This is an optimization exercise on Yosys and OpenROAD, whose aim is small area, not a production implementation. In this exercise RTL edits were held to simulation tests only and were not proved equivalent to the original. Power and IR drop assume default switching activity.

Design ethernet_arp_icmp_macsec_classifier_core, start of the top module:
module ethernet_arp_icmp_macsec_classifier_core #(
    parameter int unsigned LENGTH_BITS = 14
) (
    input  wire logic                   i_clk,
    input  wire logic                   i_rst_n,
    input  wire logic                   i_in_valid,
    output logic                        o_in_stall,
    input  wire logic [7:0]             i_data_byte,
    input  wire logic                   i_last_byte,
    output logic                        o_out_valid,
    input  wire logic                   i_out_stall,
    output logic [2:0]                  o_status,
    output logic [2:0]                  o_protocol,
    output logic [LENGTH_BITS-1:0]      o_frame_length,
    output logic [31:0]                 o_word_a,
    output logic [31:0]                 o_word_b,
    output logic [15:0]                 o_half_a,
    output logic [15:0]                 o_half_b,
    output logic [7:0]                  o_byte_a,
    output logic [7:0]                  o_byte_b,
    output logic [7:0]                  o_byte_c
);
==> flow/config.mk <==
export PLATFORM = sky130hd
export DESIGN_NAME = ethernet_arp_icmp_macsec_classifier_core
export DESIGN_NICKNAME = ethernet_arp_icmp_macsec_classifier_core
export VERILOG_FILES = /design/flow/design.v
export SDC_FILE = /design/flow/constraint.sdc
export NUM_CORES = 4
export LEC_CHECK = 0
export CAP_MARGIN = 20
export CORE_MARGIN = 2
export CORE_UTILIZATION = 65
export SLEW_MARGIN = 20
==> flow/constraint.sdc <==
create_clock -name core_clock -period 5.0 [get_ports {i_clk}]
set_input_delay 1.0000 -clock core_clock [delete_from_list [all_inputs] [get_ports {i_clk}]]
set_output_delay 1.0000 -clock core_clock [all_outputs]
set_load 0.01 [all_outputs]
standard.sh (not shown) runs the stock make flow with config.mk's settings and CLKGATE_MAP_FILE= SYNTH_SCRIPT=/design/flow/synth_recipe.tcl, a recipe that flattens the netlist after the stock synthesis.
==> flow/flow/run.sh <==
#!/bin/bash
# layout flow: the standard flow (standard.sh, unchanged synthesis) with
#  - port buffers made of the smallest buffer cell, sky130_fd_sc_hd__buf_1
#  - clock tree of clkbuf_8 with sink clusters of at most 16 flip-flops, no dummy loads
# each tool's output goes to standard.log here and to ORFS's own logs under orfs/logs
set -euo pipefail
export BUFFER_PORTS_ARGS="-buffer_cell sky130_fd_sc_hd__buf_1"
export CTS_ARGS="-sink_clustering_enable -repair_clock_nets -sink_clustering_size 22 -sink_clustering_max_diameter 60 -buf_list sky130_fd_sc_hd__clkbuf_8 -dont_use_dummy_load"
bash standard.sh > standard.log 2>&1
The baseline completed with no timing, DRC or antenna violations.
Edit:
--- a/flow/flow/run.sh
+++ b/flow/flow/run.sh
@@ -7,3 +7,3 @@
 export BUFFER_PORTS_ARGS="-buffer_cell sky130_fd_sc_hd__buf_1"
-export CTS_ARGS="-sink_clustering_enable -repair_clock_nets -sink_clustering_size 22 -sink_clustering_max_diameter 60 -buf_list sky130_fd_sc_hd__clkbuf_8 -dont_use_dummy_load"
+export CTS_ARGS="-sink_clustering_enable -repair_clock_nets -sink_clustering_size 32 -sink_clustering_max_diameter 60 -buf_list sky130_fd_sc_hd__clkbuf_16 -dont_use_dummy_load"
 bash standard.sh > standard.log 2>&1
- CORE_UTILIZATION: 65 -> 40
Effect:
- sequential share of layout area is lower by 2.5 points
- via count falls by 1.6%
- power grows by 14%
- non-clock buffer count stays the same
- flip-flop and latch count does not change
- cell count is higher by 14%
- utilization fell by 27 points
- die area came out higher by 61%
Edit:
--- a/flow/flow/run.sh
+++ b/flow/flow/run.sh
@@ -7,3 +7,3 @@
 export BUFFER_PORTS_ARGS="-buffer_cell sky130_fd_sc_hd__buf_1"
-export CTS_ARGS="-sink_clustering_enable -repair_clock_nets -sink_clustering_size 32 -sink_clustering_max_diameter 60 -buf_list sky130_fd_sc_hd__clkbuf_16 -dont_use_dummy_load"
+export CTS_ARGS="-sink_clustering_enable -repair_clock_nets -sink_clustering_size 16 -sink_clustering_max_diameter 50 -buf_list sky130_fd_sc_hd__clkbuf_8 -dont_use_dummy_load"
 bash standard.sh > standard.log 2>&1
Result: Clock-buffer cell count is higher by 9. Clock skew went up by 0.029 ns. Non-clock buffer count stays the same. Sequential share of layout area rises by 0.74 points. Worst setup slack gains 0.0088 ns.

---

Another version of the RTL of ethernet_arp_icmp_macsec_classifier_core (not shown whole).
For scale: roughly 750 cells after synthesis, roughly 350 flip-flops, ~13,000 um^2 of cells after synthesis.
## ethernet_arp_icmp_macsec_classifier_core
module ethernet_arp_icmp_macsec_classifier_core #(
    parameter int unsigned LENGTH_BITS = 14
) (
    input  wire logic                   i_clk,
    input  wire logic                   i_rst_n,
    input  wire logic                   i_in_valid,
    output logic                        o_in_stall,
    input  wire logic [7:0]             i_data_byte,
    input  wire logic                   i_last_byte,
    output logic                        o_out_valid,
    input  wire logic                   i_out_stall,
    output logic [2:0]                  o_status,
    output logic [2:0]                  o_protocol,
    output logic [LENGTH_BITS-1:0]      o_frame_length,
    output logic [31:0]                 o_word_a,
    output logic [31:0]                 o_word_b,
    output logic [15:0]                 o_half_a,
    output logic [15:0]                 o_half_b,
    output logic [7:0]                  o_byte_a,
    output logic [7:0]                  o_byte_b,
    output logic [7:0]                  o_byte_c
);
clock: 5.0 ns
lec_check: 0
cap_margin: 20
core_margin: 2
core_utilization: 75
slew_margin: 20
==> flow/flow/run.sh <==
#!/bin/bash
# layout flow: the standard flow (standard.sh) with
#  - synthesis: the standard synthesis script, run on a copy of ORFS's scripts in which only
#    the ABC mapping script (abc_speed.script) is replaced by flow/abc_map.script, an
#    area-recovering variant of it; flip-flops are mapped before ABC, so registers, their
#    names and cell types are those of the standard synthesis
#  - port buffers made of the smallest buffer cell, sky130_fd_sc_hd__buf_1
#  - clock tree: clkbuf_16 at the sink clusters (at most 30 flip-flops), clkbuf_8 above them, no dummy loads
# logs: synth.log and standard.log here, and each step's log under orfs/logs
set -euo pipefail
rm -rf scripts_abc
cp -r "$FLOW_HOME/scripts" scripts_abc
cp flow/abc_map.script scripts_abc/abc_speed.script
export BUFFER_PORTS_ARGS="-buffer_cell sky130_fd_sc_hd__buf_1"
export CTS_ARGS="-sink_clustering_enable -repair_clock_nets -sink_clustering_size 30 -sink_clustering_max_diameter 60 -buf_list sky130_fd_sc_hd__clkbuf_16 -root_buf sky130_fd_sc_hd__clkbuf_8 -tree_buf sky130_fd_sc_hd__clkbuf_8 -dont_use_dummy_load"
bash standard.sh synth SCRIPTS_DIR="$PWD/scripts_abc" > synth.log 2>&1
bash standard.sh > standard.log 2>&1
==> flow/flow/abc_map.script <==
&get -n
&st
&dch
&nf
&st
&syn2
&if -g -K 6
&synch2
&nf
&st
&syn2
&if -g -K 6
&synch2
&nf
&st
&dch -f
&nf -R 1000
&st
&dch -f
&nf -R 1000
&st
&dch -f
&nf -R 1000
&st
&dch -f
&nf -R 1000
&put
Change:
==> flow/flow/run.sh (replaced) <==
#!/bin/bash
# layout flow: the standard flow (standard.sh) with
#  - synthesis: the standard synthesis script, run on a copy of ORFS's scripts in which only
#    the ABC mapping script (abc_speed.script) is replaced by flow/abc_map.script, an
#    area-recovering variant of it; flip-flops are mapped before ABC, so registers, their
#    names and cell types are those of the standard synthesis
#  - port buffers made of the smallest buffer cell, sky130_fd_sc_hd__buf_1
#  - clock tree of clkbuf_8 with small sink clusters and no dummy loads
# logs: synth.log and standard.log here, and each step's log under orfs/logs
set -euo pipefail
rm -rf scripts_abc
cp -r "$FLOW_HOME/scripts" scripts_abc
cp flow/abc_map.script scripts_abc/abc_speed.script
export BUFFER_PORTS_ARGS="-buffer_cell sky130_fd_sc_hd__buf_1"
export CTS_ARGS="-sink_clustering_enable -repair_clock_nets -sink_clustering_size 18 -sink_clustering_max_diameter 45 -buf_list sky130_fd_sc_hd__clkbuf_8 -dont_use_dummy_load"
bash standard.sh synth SCRIPTS_DIR="$PWD/scripts_abc" > synth.log 2>&1
bash standard.sh > standard.log 2>&1
Result: Critical path depth falls by 2; final cell count rises by 1.2%; global-route usage falls by 0.30 points; cell area rises by 0.32%; non-clock buffer count falls by 1; synthesized cell count does not change; clock power rises by about 5%.
Change:
--- a/flow/flow/run.sh
+++ b/flow/flow/run.sh
@@ -13,5 +13,5 @@
 cp flow/abc_map.script scripts_abc/abc_speed.script
 export BUFFER_PORTS_ARGS="-buffer_cell sky130_fd_sc_hd__buf_1"
-export CTS_ARGS="-sink_clustering_enable -repair_clock_nets -sink_clustering_size 18 -sink_clustering_max_diameter 45 -buf_list sky130_fd_sc_hd__clkbuf_8 -dont_use_dummy_load"
+export CTS_ARGS="-sink_clustering_enable -repair_clock_nets -sink_clustering_size 30 -sink_clustering_max_diameter 60 -buf_list sky130_fd_sc_hd__clkbuf_16 -dont_use_dummy_load"
 bash standard.sh synth SCRIPTS_DIR="$PWD/scripts_abc" > synth.log 2>&1
 bash standard.sh > standard.log 2>&1
Result: The changed run produced a clean layout; cell area is about the same; power is about the same; final cell count falls by about 1.3%; non-clock buffer count stays the same; fmax barely changes; worst hold slack is better by 0.019 ns; worst setup slack hardly moves; area after synthesis is unchanged; global-route usage increases by 0.76 points.

---

== the reference run ==
Another version of the RTL of ethernet_arp_icmp_macsec_classifier_core (not shown whole).
For scale: roughly 840 cells after synthesis, about 13000 um^2 of cells after synthesis.
Settings: LEC_CHECK=0, CAP_MARGIN=20, CORE_MARGIN=2, CORE_UTILIZATION=65, SLEW_MARGIN=20; clock period 5.0 ns.
==> flow/flow/run.sh <==
#!/bin/bash
# layout flow: the standard flow (standard.sh, unchanged synthesis) with
#  - port buffers made of the smallest buffer cell, sky130_fd_sc_hd__buf_1
#  - clock tree of clkbuf_8 with sink clusters of at most 20 flip-flops, no dummy loads
# each tool's output goes to standard.log here and to ORFS's own logs under orfs/logs
set -euo pipefail
export BUFFER_PORTS_ARGS="-buffer_cell sky130_fd_sc_hd__buf_1"
export CTS_ARGS="-sink_clustering_enable -repair_clock_nets -sink_clustering_size 20 -sink_clustering_max_diameter 60 -buf_list sky130_fd_sc_hd__clkbuf_8 -dont_use_dummy_load"
bash standard.sh > standard.log 2>&1
Inputs modified between the reference run and the trial run:
- changing CORE_UTILIZATION from 65 to 75
==> comparison <==
The flow did not stop early for the trial run: all stages ran, and the layout cleared the timing, DRC and antenna checks.
The final-layout worst hold slack number comes out lower for the trial run vs the reference run.
The trial run against the reference run: layout overhead on the synthesized area fell by 0.94 points; wire length per cell went up.
Relative to the reference run, highest achievable clock rate has decreased by 0.021 GHz in the trial run.
Diff the reference run -> the trial run | routed wire length | up by a few percent
On clock insertion delay at the later pin of the skew report, the trial run and the reference run are neck and neck.
Compared with the reference run, the trial run shows post-route cell area lower by about 0.9%.

-- re-timing with driven ports --
No port has a modelled driver above. Below, the same layouts with a new extraction and two added sets of constraints.
Step 1, drivers: a clkbuf_16 drives i_clk and a buf_2 each remaining input, both assumed.
Step 2 times the ports against the registers' clock, not the clock port: input delays grow and output delays shrink by t, the midpoint of the rising clock arrivals with the driver on.
a / b / c = ideal ports / drivers / drivers and shift; a / b = the first two.
run | t, ns | slack for setup (ns) | worst data-port slew with drivers (ns) | pins driven straight from the clock port
the first run of note 1 | 0.576 | 1.063 / 1.063 / 1.063 | 0.04 | 1
the second run of note 1 | 0.566 | 1.204 / 1.204 / 1.204 | 0.05 | 1
the third run of note 1 | 0.558 | 1.212 / 1.212 / 1.212 | 0.04 | 1
the first run of note 2 | 0.576 | 1.139 / 1.100 / 1.543 | 0.04 | 1
the second run of note 2 | 0.613 | 1.107 / 1.069 / 1.518 | 0.04 | 1
the third run of note 2 | 0.522 | 1.104 / 1.063 / 1.524 | 0.04 | 1
the reference run | 0.573 | 1.084 / 1.084 / 1.084 | 0.04 | 1
the trial run | 0.565 | 0.742 / 0.742 / 0.742 | 0.04 | 1
After both steps every run listed still meets setup and hold.
